Source: an optimization exercise on an open RTL-to-GDS flow (aim: small area and a short achievable clock period). Production flows keep margins and buffers that such runs may drop.
Function was checked by simulation only, so behaviour that the tests miss may differ from the original.
No activity file was given, so power comes from the tool's default toggle rates.

==> inputs of v20 <==
// cpu_top
module cpu_top (
   input  logic        clk,
   input  logic        reset,
   output logic [31:0] imem_addr,
   input  logic [31:0] imem_data,
   output logic [31:0] mem_addr,
   output logic [31:0] mem_wdata,
   output logic        mem_write,
   output logic        mem_read,
   input  logic [31:0] mem_rdata
);
export LEC_CHECK = 0
export CAP_MARGIN = 20
export CORE_MARGIN = 2
export CORE_UTILIZATION = 40
export CTS_BUF_LIST = sky130_fd_sc_hd__clkbuf_16
export CTS_CLUSTER_DIAMETER = 60
export CTS_CLUSTER_SIZE = 25
export SETUP_SLACK_MARGIN = 3.0
export SLEW_MARGIN = 20
create_clock -name core_clock -period 5.5 [get_ports {clk}]
run.sh (not shown) runs the stock make flow with config.mk's settings and CLKGATE_MAP_FILE= SYNTH_SCRIPT=/design/flow/synth_recipe.tcl, a recipe that flattens the netlist after the stock synthesis.
==> inputs of v19, as changes to v20 <==
==> flow/design.v (replaced) <==
`default_nettype none
package cpu_pkg;
   localparam int XLEN       = 32;
   localparam int REG_COUNT  = 32;
   localparam int REG_ADDR_W = 5;
   localparam int IMM_W      = 16;
   localparam logic [5:0] OP_RTYPE = 6'h00;
   localparam logic [5:0] OP_XORI  = 6'h01;
   localparam logic [5:0] OP_SUBI  = 6'h02;
   localparam logic [5:0] OP_ADDI  = 6'h03;
   localparam logic [5:0] OP_ORI   = 6'h0C;
   localparam logic [5:0] OP_ANDI  = 6'h0F;
   localparam logic [5:0] OP_LW    = 6'h1E;
   localparam logic [5:0] OP_SW    = 6'h1F;
   localparam logic [5:0] OP_BEQ   = 6'h30;
   localparam logic [5:0] OP_BNE   = 6'h31;
   localparam logic [5:0] FN_XOR = 6'h01;
   localparam logic [5:0] FN_SUB = 6'h02;
   localparam logic [5:0] FN_ADD = 6'h03;
   localparam logic [5:0] FN_OR  = 6'h04;
   localparam logic [5:0] FN_AND = 6'h07;
   localparam logic [5:0] FN_SLT = 6'h36;
   localparam logic [5:0] FN_SLE = 6'h37;
endpackage
`default_nettype wire
`timescale 1ns/100ps
`default_nettype none
module fetch_unit (
   input  logic        clk,
   input  logic        reset,
   input  logic        branch_taken,
   input  logic [29:0] branch_target,    
   output logic [31:0] imem_addr,
   input  logic [31:0] imem_data,
   output logic [31:1] rs_sel,
   output logic [31:1] rt_sel,
   output logic [15:0] imm,
   output logic [4:0]  dest,
   output logic        is_beq,
   output logic        is_bne,
   output logic        reg_write,
   output logic        mem_read,
   output logic        mem_write,
   output logic        use_imm,
   output logic        inv_b,        
   output logic        cin,          
   output logic        op_set,       
   output logic        op_xor,
   output logic        op_or,
   output logic        op_and,
   output logic [29:0] pc_next_seq   
);
   logic [29:0] pc;
   logic [29:0] pc_plus1;
   assign imem_addr = {pc, 2'b00};
   assign pc_plus1  = pc + 30'd1;
   always_ff @(posedge clk) begin
      if (reset)             pc <= '0;
      else if (branch_taken) pc <= branch_target;
      else                   pc <= pc_plus1;
   end
   logic [5:0] op, fn;
   logic       n_beq, n_bne, n_wr, n_lw, n_sw, n_imm, n_inv, n_cin, n_set;
   logic       n_xor, n_or, n_and;
   logic [4:0] n_dest;
   assign op = imem_data[31:26];
   assign fn = imem_data[5:0];
   always_comb begin
      n_beq  = 1'b0;
      n_bne  = 1'b0;
      n_wr   = 1'b0;
      n_lw   = 1'b0;
      n_sw   = 1'b0;
      n_imm  = 1'b0;
      n_inv  = 1'b0;
      n_cin  = 1'b0;
      n_set  = 1'b0;
      n_xor  = 1'b0;
      n_or   = 1'b0;
      n_and  = 1'b0;
      n_dest = imem_data[20:16];
      case (op)
         cpu_pkg::OP_RTYPE: begin
            n_dest = imem_data[15:11];
            n_wr   = 1'b1;
            case (fn)
               cpu_pkg::FN_XOR: n_xor = 1'b1;
               cpu_pkg::FN_SUB: begin n_inv = 1'b1; n_cin = 1'b1; end
               cpu_pkg::FN_ADD: ;
               cpu_pkg::FN_OR:  n_or  = 1'b1;
               cpu_pkg::FN_AND: n_and = 1'b1;
               cpu_pkg::FN_SLT: begin n_inv = 1'b1; n_cin = 1'b1; n_set = 1'b1; end
               cpu_pkg::FN_SLE: begin n_inv = 1'b1; n_set = 1'b1; end
               default: n_wr = 1'b0;
            endcase
         end
         cpu_pkg::OP_XORI: begin n_wr = 1'b1; n_imm = 1'b1; n_xor = 1'b1; end
         cpu_pkg::OP_SUBI: begin n_wr = 1'b1; n_imm = 1'b1; n_inv = 1'b1; n_cin = 1'b1; end
         cpu_pkg::OP_ADDI: begin n_wr = 1'b1; n_imm = 1'b1; end
         cpu_pkg::OP_ORI:  begin n_wr = 1'b1; n_imm = 1'b1; n_or  = 1'b1; end
         cpu_pkg::OP_ANDI: begin n_wr = 1'b1; n_imm = 1'b1; n_and = 1'b1; end
         cpu_pkg::OP_LW:   begin n_wr = 1'b1; n_imm = 1'b1; n_lw = 1'b1; end
         cpu_pkg::OP_SW:   begin n_imm = 1'b1; n_sw = 1'b1; end
         cpu_pkg::OP_BEQ:  n_beq = 1'b1;
         cpu_pkg::OP_BNE:  n_bne = 1'b1;
         default: ;
      endcase
   end
   always_ff @(posedge clk) begin
      pc_next_seq <= pc_plus1;
      imm         <= imem_data[15:0];
      dest        <= n_dest;
      use_imm     <= n_imm;
      inv_b       <= n_inv;
      cin         <= n_cin;
      op_set      <= n_set;
      op_xor      <= n_xor;
      op_or       <= n_or;
      op_and      <= n_and;
      for (int i = 1; i < 32; i++) begin
         rs_sel[i] <= (imem_data[25:21] == 5'(i));
         rt_sel[i] <= (imem_data[20:16] == 5'(i));
      end
      if (reset) begin
         is_beq    <= 1'b0;
         is_bne    <= 1'b0;
         reg_write <= 1'b0;
         mem_read  <= 1'b0;
         mem_write <= 1'b0;
      end else begin
         is_beq    <= n_beq;
         is_bne    <= n_bne;
         reg_write <= n_wr;
         mem_read  <= n_lw;
         mem_write <= n_sw;
      end
   end
endmodule
`default_nettype wire
`timescale 1ns/100ps
`default_nettype none
module register_file (
   input  logic        clk,
   input  logic [31:1] rs_sel,
   input  logic [31:1] rt_sel,
   output logic [31:0] rs_data,
   output logic [31:0] rt_data,
   input  logic        we,
   input  logic [4:0]  waddr,
   input  logic [31:0] wdata
);
   logic [31:0] regs [1:31];
   always_ff @(posedge clk) begin
      for (int i = 1; i < 32; i++) begin
         if (we && waddr == 5'(i)) regs[i] <= wdata;
      end
   end
   always_comb begin
      rs_data = '0;
      rt_data = '0;
      for (int i = 1; i < 32; i++) begin
         rs_data = rs_data | (regs[i] & {32{rs_sel[i]}});
         rt_data = rt_data | (regs[i] & {32{rt_sel[i]}});
      end
   end
endmodule
`default_nettype wire
`timescale 1ns/100ps
`default_nettype none
module decode_stage (
   input  logic        clk,
   input  logic        reset,
   input  logic [31:1] rs_sel,
   input  logic [31:1] rt_sel,
   input  logic [15:0] imm,
   input  logic [4:0]  dest,
   input  logic        is_beq,
   input  logic        is_bne,
   input  logic        reg_write,
   input  logic        mem_read,
   input  logic        mem_write,
   input  logic        use_imm,
   input  logic        inv_b,
   input  logic        cin,
   input  logic        op_set,
   input  logic        op_xor,
   input  logic        op_or,
   input  logic        op_and,
   input  logic [29:0] pc_next_seq,
   input  logic        we,
   input  logic [4:0]  waddr,
   input  logic [31:0] wdata,
   output logic        branch_taken,
   output logic [29:0] branch_target,
   output logic [31:0] ex_a,
   output logic [31:0] ex_b,       
   output logic [15:0] ex_imm,     
   output logic        ex_use_imm,
   output logic        ex_cin,
   output logic        ex_set,
   output logic        ex_xor,
   output logic        ex_or,
   output logic        ex_and,
   output logic [4:0]  ex_dest,
   output logic        ex_reg_write,
   output logic        ex_mem_read,
   output logic        ex_mem_write
);
   logic [31:0] rs_data, rt_data;
   register_file u_regs (
      .clk     (clk),
      .rs_sel  (rs_sel),
      .rt_sel  (rt_sel),
      .rs_data (rs_data),
      .rt_data (rt_data),
      .we      (we),
      .waddr   (waddr),
      .wdata   (wdata)
   );
   logic eq;
   assign eq            = (rs_data == rt_data);
   assign branch_taken  = (is_beq & eq) | (is_bne & ~eq);
   assign branch_target = pc_next_seq + {{14{imm[15]}}, imm};
   always_ff @(posedge clk) begin
      ex_a       <= rs_data;
      ex_b       <= rt_data ^ {32{inv_b}};
      ex_imm     <= imm ^ {16{inv_b}};
      ex_use_imm <= use_imm;
      ex_cin     <= cin;
      ex_set     <= op_set;
      ex_xor     <= op_xor;
      ex_or      <= op_or;
      ex_and     <= op_and;
      ex_dest    <= dest;
      if (reset) begin
         ex_reg_write <= 1'b0;
         ex_mem_read  <= 1'b0;
         ex_mem_write <= 1'b0;
      end else begin
         ex_reg_write <= reg_write;
         ex_mem_read  <= mem_read;
         ex_mem_write <= mem_write;
      end
   end
endmodule
`default_nettype wire
`timescale 1ns/100ps
`default_nettype none
module execute_stage (
   input  logic        clk,
   input  logic        reset,
   input  logic [31:0] a,
   input  logic [31:0] b,
   input  logic [15:0] imm,
   input  logic        use_imm,
   input  logic        cin,
   input  logic        op_set,
   input  logic        op_xor,
   input  logic        op_or,
   input  logic        op_and,
   input  logic [4:0]  dest,
   input  logic        reg_write,
   input  logic        mem_read,
   input  logic        mem_write,
   output logic [31:0] m_result,
   output logic [31:0] m_store,
   output logic [4:0]  m_dest,
   output logic        m_reg_write,
   output logic        m_mem_read,
   output logic        m_mem_write
);
   logic [31:0] op_b;
   logic [32:0] sum;
   logic [31:0] result;
   assign op_b = use_imm ? {{16{imm[15]}}, imm} : b;
   assign sum  = {1'b0, a} + {1'b0, op_b} + {32'd0, cin};
   always_comb begin
      if (op_xor)      result = a ^ op_b;
      else if (op_or)  result = a | op_b;
      else if (op_and) result = a & op_b;
      else if (op_set) result = {31'd0, ~sum[32]};
      else             result = sum[31:0];
   end
   always_ff @(posedge clk) begin
      m_result <= result;
      m_store  <= b;
      m_dest   <= dest;
      if (reset) begin
         m_reg_write <= 1'b0;
         m_mem_read  <= 1'b0;
         m_mem_write <= 1'b0;
      end else begin
         m_reg_write <= reg_write;
         m_mem_read  <= mem_read;
         m_mem_write <= mem_write;
      end
   end
endmodule
`default_nettype wire
`timescale 1ns/100ps
`default_nettype none
module result_stage (
   input  logic        reset,
   input  logic [31:0] m_result,
   input  logic [31:0] m_store,
   input  logic        m_reg_write,
   input  logic        m_mem_read,
   input  logic        m_mem_write,
   output logic [31:0] mem_addr,
   output logic [31:0] mem_wdata,
   output logic        mem_write,
   output logic        mem_read,
   input  logic [31:0] mem_rdata,
   output logic        we,
   output logic [31:0] wdata
);
   assign mem_addr  = m_result;
   assign mem_wdata = m_store;
   assign mem_write = m_mem_write;
   assign mem_read  = m_mem_read;
   assign we    = m_reg_write & ~reset;
   assign wdata = m_mem_read ? mem_rdata : m_result;
endmodule
`default_nettype wire
`timescale 1ns/100ps
`default_nettype none
module cpu_top (
   input  logic        clk,
   input  logic        reset,
   output logic [31:0] imem_addr,
   input  logic [31:0] imem_data,
   output logic [31:0] mem_addr,
   output logic [31:0] mem_wdata,
   output logic        mem_write,
   output logic        mem_read,
   input  logic [31:0] mem_rdata
);
   logic [31:1] rs_sel, rt_sel;
   logic [15:0] d_imm;
   logic [4:0]  d_dest;
   logic        d_beq, d_bne, d_wr, d_lw, d_sw, d_use_imm, d_inv, d_cin;
   logic        d_set, d_xor, d_or, d_and;
   logic [29:0] pc_next_seq, branch_target;
   logic        branch_taken;
   logic [31:0] e_a, e_b;
   logic [15:0] e_imm;
   logic        e_use_imm, e_cin, e_set, e_xor, e_or, e_and;
   logic [4:0]  e_dest;
   logic        e_wr, e_lw, e_sw;
   logic [31:0] m_result, m_store;
   logic [4:0]  m_dest;
   logic        m_wr, m_lw, m_sw;
   logic        we;
   logic [31:0] wdata;
   fetch_unit u_fetch (
      .clk           (clk),
      .reset         (reset),
      .branch_taken  (branch_taken),
      .branch_target (branch_target),
      .imem_addr     (imem_addr),
      .imem_data     (imem_data),
      .rs_sel        (rs_sel),
      .rt_sel        (rt_sel),
      .imm           (d_imm),
      .dest          (d_dest),
      .is_beq        (d_beq),
      .is_bne        (d_bne),
      .reg_write     (d_wr),
      .mem_read      (d_lw),
      .mem_write     (d_sw),
      .use_imm       (d_use_imm),
      .inv_b         (d_inv),
      .cin           (d_cin),
      .op_set        (d_set),
      .op_xor        (d_xor),
      .op_or         (d_or),
      .op_and        (d_and),
      .pc_next_seq   (pc_next_seq)
   );
   decode_stage u_decode (
      .clk           (clk),
      .reset         (reset),
      .rs_sel        (rs_sel),
      .rt_sel        (rt_sel),
      .imm           (d_imm),
      .dest          (d_dest),
      .is_beq        (d_beq),
      .is_bne        (d_bne),
      .reg_write     (d_wr),
      .mem_read      (d_lw),
      .mem_write     (d_sw),
      .use_imm       (d_use_imm),
      .inv_b         (d_inv),
      .cin           (d_cin),
      .op_set        (d_set),
      .op_xor        (d_xor),
      .op_or         (d_or),
      .op_and        (d_and),
      .pc_next_seq   (pc_next_seq),
      .we            (we),
      .waddr         (m_dest),
      .wdata         (wdata),
      .branch_taken  (branch_taken),
      .branch_target (branch_target),
      .ex_a          (e_a),
      .ex_b          (e_b),
      .ex_imm        (e_imm),
      .ex_use_imm    (e_use_imm),
      .ex_cin        (e_cin),
      .ex_set        (e_set),
      .ex_xor        (e_xor),
      .ex_or         (e_or),
      .ex_and        (e_and),
      .ex_dest       (e_dest),
      .ex_reg_write  (e_wr),
      .ex_mem_read   (e_lw),
      .ex_mem_write  (e_sw)
   );
   execute_stage u_execute (
      .clk         (clk),
      .reset       (reset),
      .a           (e_a),
      .b           (e_b),
      .imm         (e_imm),
      .use_imm     (e_use_imm),
      .cin         (e_cin),
      .op_set      (e_set),
      .op_xor      (e_xor),
      .op_or       (e_or),
      .op_and      (e_and),
      .dest        (e_dest),
      .reg_write   (e_wr),
      .mem_read    (e_lw),
      .mem_write   (e_sw),
      .m_result    (m_result),
      .m_store     (m_store),
      .m_dest      (m_dest),
      .m_reg_write (m_wr),
      .m_mem_read  (m_lw),
      .m_mem_write (m_sw)
   );
   result_stage u_result (
      .reset       (reset),
      .m_result    (m_result),
      .m_store     (m_store),
      .m_reg_write (m_wr),
      .m_mem_read  (m_lw),
      .m_mem_write (m_sw),
      .mem_addr    (mem_addr),
      .mem_wdata   (mem_wdata),
      .mem_write   (mem_write),
      .mem_read    (mem_read),
      .mem_rdata   (mem_rdata),
      .we          (we),
      .wdata       (wdata)
   );
endmodule
`default_nettype wire
- CTS_BUF_LIST: sky130_fd_sc_hd__clkbuf_16 -> unset
- CTS_CLUSTER_DIAMETER: 60 -> unset
- CTS_CLUSTER_SIZE: 25 -> unset
- SETUP_SLACK_MARGIN: 3.0 -> unset
==> notes.md <==
item                                                                  v19               v20
Crit path launch                                       u_fetch.rt_sel[15]  u_decode.ex_p[0]
WL/cell                                                           42.1 µm           43.2 µm
Sequential element share of the synthesized area                    66.1%             67.1%
# placed instances                                                   5894              5835
Leakage                                                         0.0220 µW         0.0238 µW
Worst setup slack after placement                                0.532 ns           1.01 ns
All-layer global routing usage                                      35.9%             37.8%
Critical Path RT                                                  6.14 ns           6.19 ns
Clock slew at reported path FFs                                   0.06 ns           0.08 ns
Buffer share of cell area                                           4.82%             10.2%
Gate count of the mapped netlist                                     4045              3939
Cell depth of the worst flop-to-flop path                              13                10
Register area                                                   36300 µm²         36800 µm²
Starting DRT DRC Count                                              10835             11355
RePlAce Congestion                                                  0.989              1.00
Share of power burned in registers                                  48.0%             50.8%
Routed length on met1                                             90.7 mm           90.0 mm
Antenna violations before repair                                        9                15
Simple-gate share of the synthesized area                           7.34%             6.07%
Run status                               no timing/DRC/antenna violations  no timing/DRC/antenna violations
Share of cell area taken by muxes after synthesis                   1.07%             1.15%
Fraction of the mapped netlist area in compound gates               18.3%             19.7%
#MultiIn Comb                                                        2377              2277
Synth Area in Adders                                                2.26%             1.47%
Syn-to-layout area delta                                            17.1%             28.0%
Combinational fraction of design power                              13.9%             15.9%
Number of sinks driven by the clock tree                             1313              1331

==> what the ideal ports hide <==
No port has a modelled driver above. Below, the same layouts with a new extraction and two added sets of constraints. Step 1: set_driving_cell puts a clkbuf_16 on clk and a buf_2 on each other input, an assumption about the parent block. Step 2 moves the port delays by t, midway between the first and last clock arrival at a register: inputs arrive t later, outputs are due t later. That takes back most of the time a late clock gives input paths. Slacks: ideal / step 1 / step 2; pairs: ideal / step 1.
| run | t, ns | slack for setup (ns) | hold slack, ns | slew at the worst register clock pin (ns) | pins driven straight from the clock port |
|---|---|---|---|---|---|
| v20 | 0.851 | 2.761 / 2.761 / 1.960 | 0.328 / 0.328 / 0.328 | 0.10 / 0.10 | 1 |
| v19 | 0.853 | 0.333 / 0.333 / 0.333 | 0.325 / 0.325 / 0.325 | 0.07 / 0.07 | 1 |
After both steps every run listed still meets setup and hold. For v20, which loses most, drivers alone change the setup slack by 0.000 ns; drivers and shift together by -0.801 ns.
